Source: an optimization exercise on an open RTL-to-GDS flow (aim: small area). Production flows keep margins and buffers that such runs may drop.
Function was checked by simulation only, so behaviour that the tests miss may differ from the original.
Power figures rest on the tool's default switching activity, not on a simulated workload.

==> inputs of 03-14 <==
==> flow/design.v (excerpt) <==
module gecko_reg_scoreboard #(
  parameter logic [31:0] REG_RESET_VALUE = 32'h0000_0000,
  parameter bit          ERROR_STICKY    = 1'b1
) (
  input  logic                    clk,
  input  logic                    rst,
  input  logic                    issue_valid,
  output logic                    issue_ready,
  input  logic [4:0]              issue_reg_addr,
  input  logic                    wb_valid,
  input  logic [4:0]              wb_reg_addr,
  input  logic [31:0]             wb_value,
  input  logic [4:0]              rs1_addr,
  input  logic [4:0]              rs2_addr,
  output logic [31:0]             rs1_value,
  output logic [31:0]             rs2_value,
  output logic [32*gecko_reg_scoreboard_pkg::STATUS_W-1:0]  reg_status,
  output logic                    underflow_error
);
Settings: LEC_CHECK=0, CAP_MARGIN=0, CORE_MARGIN=2, CORE_UTILIZATION=65, PLACE_DENSITY=0.75, SLEW_MARGIN=0, SYNTH_HIERARCHICAL=1; clock period 5.5 ns.
standard.sh (not shown) runs the stock make flow with config.mk's settings and CLKGATE_MAP_FILE= SYNTH_SCRIPT=/design/flow/synth_recipe.tcl, a recipe that flattens the netlist after the stock synthesis.
==> flow/flow/run.sh <==
#!/bin/bash
set -o pipefail
cp standard.sh standard_sh_copy.log
export BUFFER_PORTS_ARGS="-buffer_cell sky130_fd_sc_hd__buf_1"
export CTS_ARGS="-sink_clustering_enable -repair_clock_nets -dont_use_dummy_load"
export RECOVER_POWER=100
bash standard.sh > standard_flow.log 2>&1
==> 06-15: changes against 03-14 <==
==> flow/flow/run.sh (replaced) <==
#!/bin/bash

# The whole ORFS output goes to standard_flow.log; ORFS's own per-step logs
# stay under orfs/logs.
set -o pipefail
export BUFFER_PORTS_ARGS="-buffer_cell sky130_fd_sc_hd__buf_1"
export CTS_ARGS="-sink_clustering_enable -repair_clock_nets -dont_use_dummy_load -buf_list sky130_fd_sc_hd__clkbuf_8 -sink_clustering_size 16 -sink_clustering_max_diameter 80"
bash standard.sh > standard_flow.log 2>&1
--- a/flow/config.mk
+++ b/flow/config.mk
@@ -8,6 +8,5 @@
 export CAP_MARGIN = 0
 export CORE_MARGIN = 2
-export CORE_UTILIZATION = 65
-export PLACE_DENSITY = 0.75
+export CORE_UTILIZATION = 55
 export SLEW_MARGIN = 0
 export SYNTH_HIERARCHICAL = 1
==> 04-02: changes against 03-14 <==
==> flow/run.sh (new file) <==
#!/bin/bash
# synth_recipe.tcl (not shown) runs the flow's synth.tcl, then flattens the netlist and writes it again
# the make line also repeats each setting of config.mk as NAME=value (left out here)
make -C /OpenROAD-flow-scripts/flow DESIGN_CONFIG=/design/flow/config.mk WORK_HOME=/design/flow/orfs CLKGATE_MAP_FILE= SYNTH_SCRIPT=/design/flow/synth_recipe.tcl finish
--- a/flow/config.mk
+++ b/flow/config.mk
@@ -6,8 +6,7 @@
 export NUM_CORES = 4
 export LEC_CHECK = 0
-export CAP_MARGIN = 0
+export CAP_MARGIN = 20
 export CORE_MARGIN = 2
-export CORE_UTILIZATION = 65
-export PLACE_DENSITY = 0.75
-export SLEW_MARGIN = 0
+export CORE_UTILIZATION = 40
+export SLEW_MARGIN = 20
 export SYNTH_HIERARCHICAL = 1
removed: flow/flow/run.sh
removed: flow/standard.sh
==> comparison table <==
| quantity | 03-14 | 04-02 | 06-15 |
|---|---|---|---|
| Combinational Power Share | 0.077 | 0.090 | 0.092 |
| Multi-input combinational area share | 0.2528 | 0.2384 | 0.2595 |
| Relative contribution of sequential cells to total power | 0.578 | 0.522 | 0.661 |
| Destination of the worst hold path | cnt1[26] | cnt1[14] | cnt1[14] |
| Run status | failed layout checks | failed layout checks | finished clean |
| Layout check failures | capacitance limit, slew limit | setup timing | - |
| Number of clock buffers in the layout | 101 | 134 | 77 |
| Overall die width | 261.8 um | 332.6 um | 284.2 um |
| Total length of routed wires | 155600 um | 178500 um | 163600 um |
| Fmax | 0.1868 GHz | 0.1791 GHz | 0.1965 GHz |
| Final clock-cell share | 0.05256 | 0.06649 | 0.02238 |
| Number of cells upsized or downsized after cts | 0 | 21 | 0 |
| Total Nets Final | 3100 | 3262 | 3123 |
| Total leakage power | 15.46 nW | 17.40 nW | 15.08 nW |
| Cell with the biggest individual delay on the critical path | sky130_fd_sc_hd__nor2_2 | sky130_fd_sc_hd__nor2_2 | sky130_fd_sc_hd__nand2b_1 |
| Critical path data arrival time | 4.25 ns | 4.48 ns | 3.99 ns |
| Starting utilization of the core area | 0.6569 | 0.4034 | 0.5565 |
| Power dissipated in combinational cells | 1.32 mW | 1.69 mW | 1.37 mW |
| Tapcell count | 864 | 1403 | 1040 |

---

==> job 6756: inputs <==
Another version of the RTL of gecko_reg_scoreboard (not shown whole).
==> module gecko_reg_status_counter, before the edit <==
module gecko_reg_status_counter (
  input  logic              clk,
  input  logic              rst,
  input  logic              inc,
  input  logic              dec,
  output gecko_reg_scoreboard_pkg::gecko_reg_status_t count,
  output logic              underflow
);
  gecko_reg_scoreboard_pkg::gecko_reg_status_t count_q;
  gecko_reg_scoreboard_pkg::gecko_reg_status_t count_d;
  always_comb begin
    count_d   = count_q;
    underflow = 1'b0;
    case ({inc, dec})
      2'b10: count_d = count_q + 1'b1;
      2'b01: begin
        if (count_q == gecko_reg_scoreboard_pkg::GECKO_REG_STATUS_VALID) underflow = 1'b1;
        else count_d = count_q - 1'b1;
      end
      default: count_d = count_q;
    endcase
  end
  always_ff @(posedge clk) begin
    if (!rst) count_q <= gecko_reg_scoreboard_pkg::GECKO_REG_STATUS_VALID;
    else      count_q <= count_d;
  end
  assign count = count_q;
endmodule
==> module gecko_reg_scoreboard, before the edit <==
module gecko_reg_scoreboard #(
  parameter logic [31:0] REG_RESET_VALUE = 32'h0000_0000,
  parameter bit          ERROR_STICKY    = 1'b1
) (
  input  logic                    clk,
  input  logic                    rst,
  input  logic                    issue_valid,
  output logic                    issue_ready,
  input  logic [4:0]              issue_reg_addr,
  input  logic                    wb_valid,
  input  logic [4:0]              wb_reg_addr,
  input  logic [31:0]             wb_value,
  input  logic [4:0]              rs1_addr,
  input  logic [4:0]              rs2_addr,
  output logic [31:0]             rs1_value,
  output logic [31:0]             rs2_value,
  output logic [32*gecko_reg_scoreboard_pkg::STATUS_W-1:0]  reg_status,
  output logic                    underflow_error
);
  localparam int unsigned SW = gecko_reg_scoreboard_pkg::STATUS_W;
  logic [SW-1:0] counts [1:31];
  logic [31:1]   uf_vec;
  logic [31:1]   vld;
  logic [31:0]   regs [1:31];
  logic [31:1]   wb_dec, is_dec, rs1_dec, rs2_dec, full;
  logic          issue_fire;
  logic          wb_same;
  for (genvar i = 1; i < 32; i++) begin : g_dec
    assign wb_dec[i]  = wb_valid && (wb_reg_addr == 5'(i));
    assign is_dec[i]  = (issue_reg_addr == 5'(i));
    assign rs1_dec[i] = (rs1_addr == 5'(i)) && vld[i];
    assign rs2_dec[i] = (rs2_addr == 5'(i)) && vld[i];
    assign full[i]    = (counts[i] == gecko_reg_scoreboard_pkg::GECKO_REG_STATUS_FULL);
  end
  assign wb_same     = wb_valid && (wb_reg_addr == issue_reg_addr);
  assign issue_ready = ((is_dec & full) == '0) || wb_same;
  assign issue_fire  = issue_valid && issue_ready;
  for (genvar i = 1; i < 32; i++) begin : g_cnt
    gecko_reg_status_counter u_cnt (
      .clk       (clk),
      .rst       (rst),
      .inc       (issue_fire && is_dec[i]),
      .dec       (wb_dec[i]),
      .count     (counts[i]),
      .underflow (uf_vec[i])
    );
  end
  always_ff @(posedge clk) begin
    if (!rst) begin
      underflow_error <= 1'b0;
    end else if (ERROR_STICKY) begin
      underflow_error <= underflow_error || (uf_vec != '0);
    end else begin
      underflow_error <= (uf_vec != '0);
    end
  end
  always_ff @(posedge clk) begin
    if (!rst) vld <= '0;
    else      vld <= vld | wb_dec;
  end
  for (genvar i = 1; i < 32; i++) begin : g_reg
    always_ff @(posedge clk) begin
      if (wb_dec[i]) regs[i] <= wb_value;
    end
  end
  always_comb begin
    rs1_value = '0;
    rs2_value = '0;
    for (int unsigned i = 1; i < 32; i++) begin
      rs1_value = rs1_value | ({32{rs1_dec[i]}} & regs[i]);
      rs2_value = rs2_value | ({32{rs2_dec[i]}} & regs[i]);
    end
    if (REG_RESET_VALUE != '0) begin
      if (rs1_addr != 5'd0 && (rs1_dec == '0)) rs1_value = REG_RESET_VALUE;
      if (rs2_addr != 5'd0 && (rs2_dec == '0)) rs2_value = REG_RESET_VALUE;
    end
  end
  always_comb begin
    reg_status = '0;
    for (int unsigned i = 1; i < 32; i++) begin
      reg_status[i*SW +: SW] = counts[i];
    end
  end
endmodule
clock: 5.5 ns
lec_check: 0
cap_margin: 20
core_margin: 2
core_utilization: 40
slew_margin: 20
run.sh (not shown) runs the stock make flow with config.mk's settings and CLKGATE_MAP_FILE= SYNTH_SCRIPT=/design/flow/synth_recipe.tcl, a recipe that flattens the netlist after the stock synthesis.
Stock flow here: none of the scripts above is used.
==> inputs of job 1409, as changes to job 6756 <==
==> flow/design.v (replaced) <==
package gecko_reg_scoreboard_pkg;
  localparam int unsigned STATUS_W = 2;
  typedef logic [STATUS_W-1:0] gecko_reg_status_t;
  localparam gecko_reg_status_t GECKO_REG_STATUS_VALID = '0;
  localparam gecko_reg_status_t GECKO_REG_STATUS_FULL  = '1;
  typedef gecko_reg_status_t gecko_reg_file_status_t [32];
endpackage
module gecko_reg_status_counter (
  input  logic rst,
  input  logic up,
  input  logic dn,
  input  logic q1,
  input  logic q0,
  output logic d1,
  output logic d0
);
  assign d1 = rst & ((q1 & q0) | (q1 & ~dn) | (q0 & up));
  assign d0 = rst & ((q0 & ~up & ~dn) | (~q0 & up) | (~q0 & q1 & dn));
endmodule
module gecko_rd_aoi222 (
  input  logic a1, a2, b1, b2, c1, c2,
  output logic y
);
  assign y = ~((a1 & a2) | (b1 & b2) | (c1 & c2));
endmodule
module gecko_rd_nand2 (
  input  logic a, b,
  output logic y
);
  assign y = ~(a & b);
endmodule
module gecko_rd_nand11 (
  input  logic [10:0] y,
  output logic        o
);
  assign o = ~(&y);
endmodule
module gecko_rd_bit (
  input  logic [31:1] sel,
  input  logic [31:1] d,
  output logic        o
);
  logic [10:0] y;
  for (genvar g = 0; g < 10; g++) begin : g_grp
    gecko_rd_aoi222 u_aoi (
      .a1(sel[3*g+1]), .a2(d[3*g+1]),
      .b1(sel[3*g+2]), .b2(d[3*g+2]),
      .c1(sel[3*g+3]), .c2(d[3*g+3]),
      .y (y[g])
    );
  end
  gecko_rd_nand2 u_last (.a(sel[31]), .b(d[31]), .y(y[10]));
  gecko_rd_nand11 u_or (.y(y), .o(o));
endmodule
module gecko_reg_scoreboard #(
  parameter logic [31:0] REG_RESET_VALUE = 32'h0000_0000,
  parameter bit          ERROR_STICKY    = 1'b1
) (
  input  logic                    clk,
  input  logic                    rst,
  input  logic                    issue_valid,
  output logic                    issue_ready,
  input  logic [4:0]              issue_reg_addr,
  input  logic                    wb_valid,
  input  logic [4:0]              wb_reg_addr,
  input  logic [31:0]             wb_value,
  input  logic [4:0]              rs1_addr,
  input  logic [4:0]              rs2_addr,
  output logic [31:0]             rs1_value,
  output logic [31:0]             rs2_value,
  output logic [32*gecko_reg_scoreboard_pkg::STATUS_W-1:0]  reg_status,
  output logic                    underflow_error
);
  localparam int unsigned SW = gecko_reg_scoreboard_pkg::STATUS_W;
  logic [31:1]   cnt0, cnt1;         
  logic [31:1]   cnt0_d, cnt1_d;
  logic [31:1]   up, down;
  logic          uf_any;
  logic [31:0]   regs [1:31];
  logic [31:0]   wdata;
  logic [31:1]   wb_dec, wen, is_dec, rs1_dec, rs2_dec;
  logic          issue_fire;
  logic          wb_same;
  for (genvar i = 1; i < 32; i++) begin : g_dec
    assign wb_dec[i]  = wb_valid && (wb_reg_addr == 5'(i));
    assign wen[i]     = wb_dec[i] || !rst;
    assign is_dec[i]  = (issue_reg_addr == 5'(i));
    assign rs1_dec[i] = (rs1_addr == 5'(i));
    assign rs2_dec[i] = (rs2_addr == 5'(i));
  end
  assign wb_same     = wb_valid && (wb_reg_addr == issue_reg_addr);
  assign issue_ready = ((is_dec & cnt1 & cnt0) == '0) || wb_same;
  assign issue_fire  = issue_valid && issue_ready;
  logic fire_up, wb_dn;
  assign fire_up = issue_fire && !wb_same;
  assign wb_dn   = wb_valid && !(issue_fire && (wb_reg_addr == issue_reg_addr));
  for (genvar i = 1; i < 32; i++) begin : g_cnt
    assign up[i]   = fire_up && is_dec[i];
    assign down[i] = wb_dn && (wb_reg_addr == 5'(i));
    gecko_reg_status_counter u_cnt (
      .rst (rst),
      .up  (up[i]),
      .dn  (down[i]),
      .q1  (cnt1[i]),
      .q0  (cnt0[i]),
      .d1  (cnt1_d[i]),
      .d0  (cnt0_d[i])
    );
  end
  assign uf_any = ((down & ~cnt1 & ~cnt0) != '0);
  always_ff @(posedge clk) begin
    cnt0 <= cnt0_d;
    cnt1 <= cnt1_d;
  end
  always_ff @(posedge clk) begin
    if (!rst) begin
      underflow_error <= 1'b0;
    end else if (ERROR_STICKY) begin
      underflow_error <= underflow_error || uf_any;
    end else begin
      underflow_error <= uf_any;
    end
  end
  assign wdata = rst ? wb_value : REG_RESET_VALUE;
  for (genvar i = 1; i < 32; i++) begin : g_reg
    always_ff @(posedge clk) begin
      if (wen[i]) regs[i] <= wdata;
    end
  end
  logic [31:1] col [32];
  for (genvar b = 0; b < 32; b++) begin : g_col
    for (genvar i = 1; i < 32; i++) begin : g_row
      assign col[b][i] = regs[i][b];
    end
    gecko_rd_bit u_rd1 (.sel(rs1_dec), .d(col[b]), .o(rs1_value[b]));
    gecko_rd_bit u_rd2 (.sel(rs2_dec), .d(col[b]), .o(rs2_value[b]));
  end
  always_comb begin
    reg_status = '0;
    for (int unsigned i = 1; i < 32; i++) begin
      reg_status[i*SW +: SW] = {cnt1[i], cnt0[i]};
    end
  end
endmodule
==> flow/flow/run.sh (new file) <==
#!/bin/bash

# The whole ORFS output goes to standard_flow.log; ORFS's own per-step logs
# stay under orfs/logs.
set -o pipefail
export BUFFER_PORTS_ARGS="-buffer_cell sky130_fd_sc_hd__buf_1"
export CTS_ARGS="-sink_clustering_enable -repair_clock_nets -dont_use_dummy_load -buf_list sky130_fd_sc_hd__clkbuf_8 -sink_clustering_size 16 -sink_clustering_max_diameter 80"
bash standard.sh > standard_flow.log 2>&1
==> flow/standard.sh (new file) <==
#!/bin/bash
# synth_recipe.tcl (not shown) runs the flow's synth.tcl, then flattens the netlist and writes it again
# the make line also repeats each setting of config.mk as NAME=value (left out here)
make -C /OpenROAD-flow-scripts/flow DESIGN_CONFIG=/design/flow/config.mk WORK_HOME=/design/flow/orfs CLKGATE_MAP_FILE= SYNTH_SCRIPT=/design/flow/synth_recipe.tcl "${@:-finish}"
- CAP_MARGIN: 20 -> 0
- CORE_UTILIZATION: 40 -> 55
- SLEW_MARGIN: 20 -> 0
- SYNTH_HIERARCHICAL: default -> 1
removed: flow/run.sh
==> inputs of job 2177, as changes to job 6756 <==
--- a/flow/design.v
+++ b/flow/design.v
@@ -20,5 +20,7 @@
     underflow = 1'b0;
     case ({inc, dec})
-      2'b10: count_d = count_q + 1'b1;
+      2'b10: begin
+        if (count_q != gecko_reg_scoreboard_pkg::GECKO_REG_STATUS_FULL) count_d = count_q + 1'b1;
+      end
       2'b01: begin
         if (count_q == gecko_reg_scoreboard_pkg::GECKO_REG_STATUS_VALID) underflow = 1'b1;
@@ -53,28 +55,21 @@
   output logic                    underflow_error
 );
-  localparam int unsigned SW = gecko_reg_scoreboard_pkg::STATUS_W;
-  logic [SW-1:0] counts [1:31];
-  logic [31:1]   uf_vec;
-  logic [31:1]   vld;
-  logic [31:0]   regs [1:31];
-  logic [31:1]   wb_dec, is_dec, rs1_dec, rs2_dec, full;
-  logic          issue_fire;
-  logic          wb_same;
-  for (genvar i = 1; i < 32; i++) begin : g_dec
-    assign wb_dec[i]  = wb_valid && (wb_reg_addr == 5'(i));
-    assign is_dec[i]  = (issue_reg_addr == 5'(i));
-    assign rs1_dec[i] = (rs1_addr == 5'(i)) && vld[i];
-    assign rs2_dec[i] = (rs2_addr == 5'(i)) && vld[i];
-    assign full[i]    = (counts[i] == gecko_reg_scoreboard_pkg::GECKO_REG_STATUS_FULL);
-  end
+  gecko_reg_scoreboard_pkg::gecko_reg_file_status_t counts;
+  logic [31:0]            uf_vec;
+  logic [31:0]            regs [1:31];
+  logic                   issue_fire;
+  logic                   wb_same;
   assign wb_same     = wb_valid && (wb_reg_addr == issue_reg_addr);
-  assign issue_ready = ((is_dec & full) == '0) || wb_same;
+  assign issue_ready = (issue_reg_addr == 5'd0) ||
+                       (counts[issue_reg_addr] != gecko_reg_scoreboard_pkg::GECKO_REG_STATUS_FULL) || wb_same;
   assign issue_fire  = issue_valid && issue_ready;
+  assign counts[0] = gecko_reg_scoreboard_pkg::GECKO_REG_STATUS_VALID;
+  assign uf_vec[0] = 1'b0;
   for (genvar i = 1; i < 32; i++) begin : g_cnt
     gecko_reg_status_counter u_cnt (
       .clk       (clk),
       .rst       (rst),
-      .inc       (issue_fire && is_dec[i]),
-      .dec       (wb_dec[i]),
+      .inc       (issue_fire && (issue_reg_addr == 5'(i))),
+      .dec       (wb_valid && (wb_reg_addr == 5'(i))),
       .count     (counts[i]),
       .underflow (uf_vec[i])
@@ -91,28 +86,24 @@
   end
   always_ff @(posedge clk) begin
-    if (!rst) vld <= '0;
-    else      vld <= vld | wb_dec;
-  end
-  for (genvar i = 1; i < 32; i++) begin : g_reg
-    always_ff @(posedge clk) begin
-      if (wb_dec[i]) regs[i] <= wb_value;
+    if (!rst) begin
+      for (int unsigned i = 1; i < 32; i++) regs[i] <= REG_RESET_VALUE;
+    end else if (wb_valid && (wb_reg_addr != 5'd0)) begin
+      regs[wb_reg_addr] <= wb_value;
     end
   end
-  always_comb begin
-    rs1_value = '0;
-    rs2_value = '0;
-    for (int unsigned i = 1; i < 32; i++) begin
-      rs1_value = rs1_value | ({32{rs1_dec[i]}} & regs[i]);
-      rs2_value = rs2_value | ({32{rs2_dec[i]}} & regs[i]);
+  function automatic logic [31:0] read_port(input logic [4:0] addr);
+    logic [31:0] v;
+    v = '0;
+    if (addr != 5'd0) begin
+      v = regs[addr];
     end
-    if (REG_RESET_VALUE != '0) begin
-      if (rs1_addr != 5'd0 && (rs1_dec == '0)) rs1_value = REG_RESET_VALUE;
-      if (rs2_addr != 5'd0 && (rs2_dec == '0)) rs2_value = REG_RESET_VALUE;
-    end
-  end
+    read_port = v;
+  endfunction
+  assign rs1_value = read_port(rs1_addr);
+  assign rs2_value = read_port(rs2_addr);
   always_comb begin
     reg_status = '0;
-    for (int unsigned i = 1; i < 32; i++) begin
-      reg_status[i*SW +: SW] = counts[i];
+    for (int unsigned i = 0; i < 32; i++) begin
+      reg_status[i*gecko_reg_scoreboard_pkg::STATUS_W +: gecko_reg_scoreboard_pkg::STATUS_W] = counts[i];
     end
   end
==> results by group <==
Status
  – Outcome: failed layout checks
  – Layout violations: setup timing

GRT
  – M3 GR Usage: 13.5%

Timing
  – Setup ws final: -0.0185 ns
  – Final setup vio count: 1

Finish
  – Nets: 3594
  – Post-layout util: 48.7%

Drt
  – Post-Route WL: 223000 um

Logic synthesis
  – Combinational family with the most area after synthesis: compound AO/OA/AOI/OAI gates
  – Synth top area cells: edfxtp_1, a22oi_1, dfxtp_1

Worst setup path
  – Crit. Startpoint: rs2_addr[1]
[end of results for job 6756]
==> results by group <==
Status
  – Outcome: finished clean

Drt
  – Post-Route WL: 158000 um

Finish
  – Nets: 3056
  – Post-layout util: 61.3%

Timing
  – Final setup vio count: 0
  – Setup ws final: 0.397 ns
  – Tightest Pin Transition: 1.38 ns

Floorplanning
  – N_taps: 1040

GRT
  – M3 GR Usage: 9.34%

Worst setup path
  – Crit. Startpoint: rs1_addr[0]

Logic synthesis
  – Synth top area cells: edfxtp_1, a222oi_1, dfxtp_1
[end of results for job 1409]
==> results by group <==
Drt
  – Post-Route WL: 206000 um

Worst setup path
  – Crit-path slowest cell: clkdlybuf4s50_1
  – Crit. Startpoint: issue_reg_addr[0]

Finish
  – Post-layout util: 46.4%
  – Nets: 4366

Status
  – Outcome: finished clean

Timing
  – Setup ws final: 0.406 ns
  – Final setup vio count: 0

Logic synthesis
  – Combinational family with the most area after synthesis: multiplexers
  – Synth top area cells: edfxtp_1, mux4_2, and2_1
[end of results for job 2177]

separate check: timing with driven ports:
The results above use ideal ports. As a check the final layouts listed here were re-extracted and re-timed, cells and wires unchanged. Step 1 (the two cells are an assumption about what drives the block):
set clk [get_ports {clk}]
set_driving_cell -lib_cell sky130_fd_sc_hd__clkbuf_16 $clk
set_driving_cell -lib_cell sky130_fd_sc_hd__buf_2 [delete_from_list [all_inputs] $clk]
Step 2 times the ports against the registers' clock, not the clock port: input delays grow and output delays shrink by t, the midpoint of the rising clock arrivals with the driver on. Slacks: ideal ports / drivers / drivers and shift; pairs: ideal ports / drivers.
| run | shift t [ns] | setup WS [ns] | latest minus earliest clock arrival (ns) | worst data-port slew with drivers (ns) | pins driven straight from the clock port |
|---|---|---|---|---|---|
| 03-14 | 0.710 | 0.145 / 0.117 / -0.174 | 0.072 / 0.072 | 0.06 | 1 |
| 06-15 | 0.766 | 0.410 / 0.374 / 0.374 | 0.100 / 0.100 | 0.12 | 1 |
| 04-02 | 0.764 | -0.083 / -0.111 / -0.111 | 0.051 / 0.051 | 0.04 | 1 |
| job 6756 | 0.800 | -0.019 / -0.045 / -0.045 | 0.045 / 0.045 | 0.12 | 1 |
| job 1409 | 0.746 | 0.397 / 0.368 / 0.368 | 0.110 / 0.111 | 0.06 | 1 |
| job 2177 | 0.822 | 0.406 / 0.378 / -0.007 | 0.035 / 0.035 | 0.13 | 1 |
The setup slack of job 2177, which loses most, moves by -0.028 ns with the drivers and by -0.413 ns with both steps.
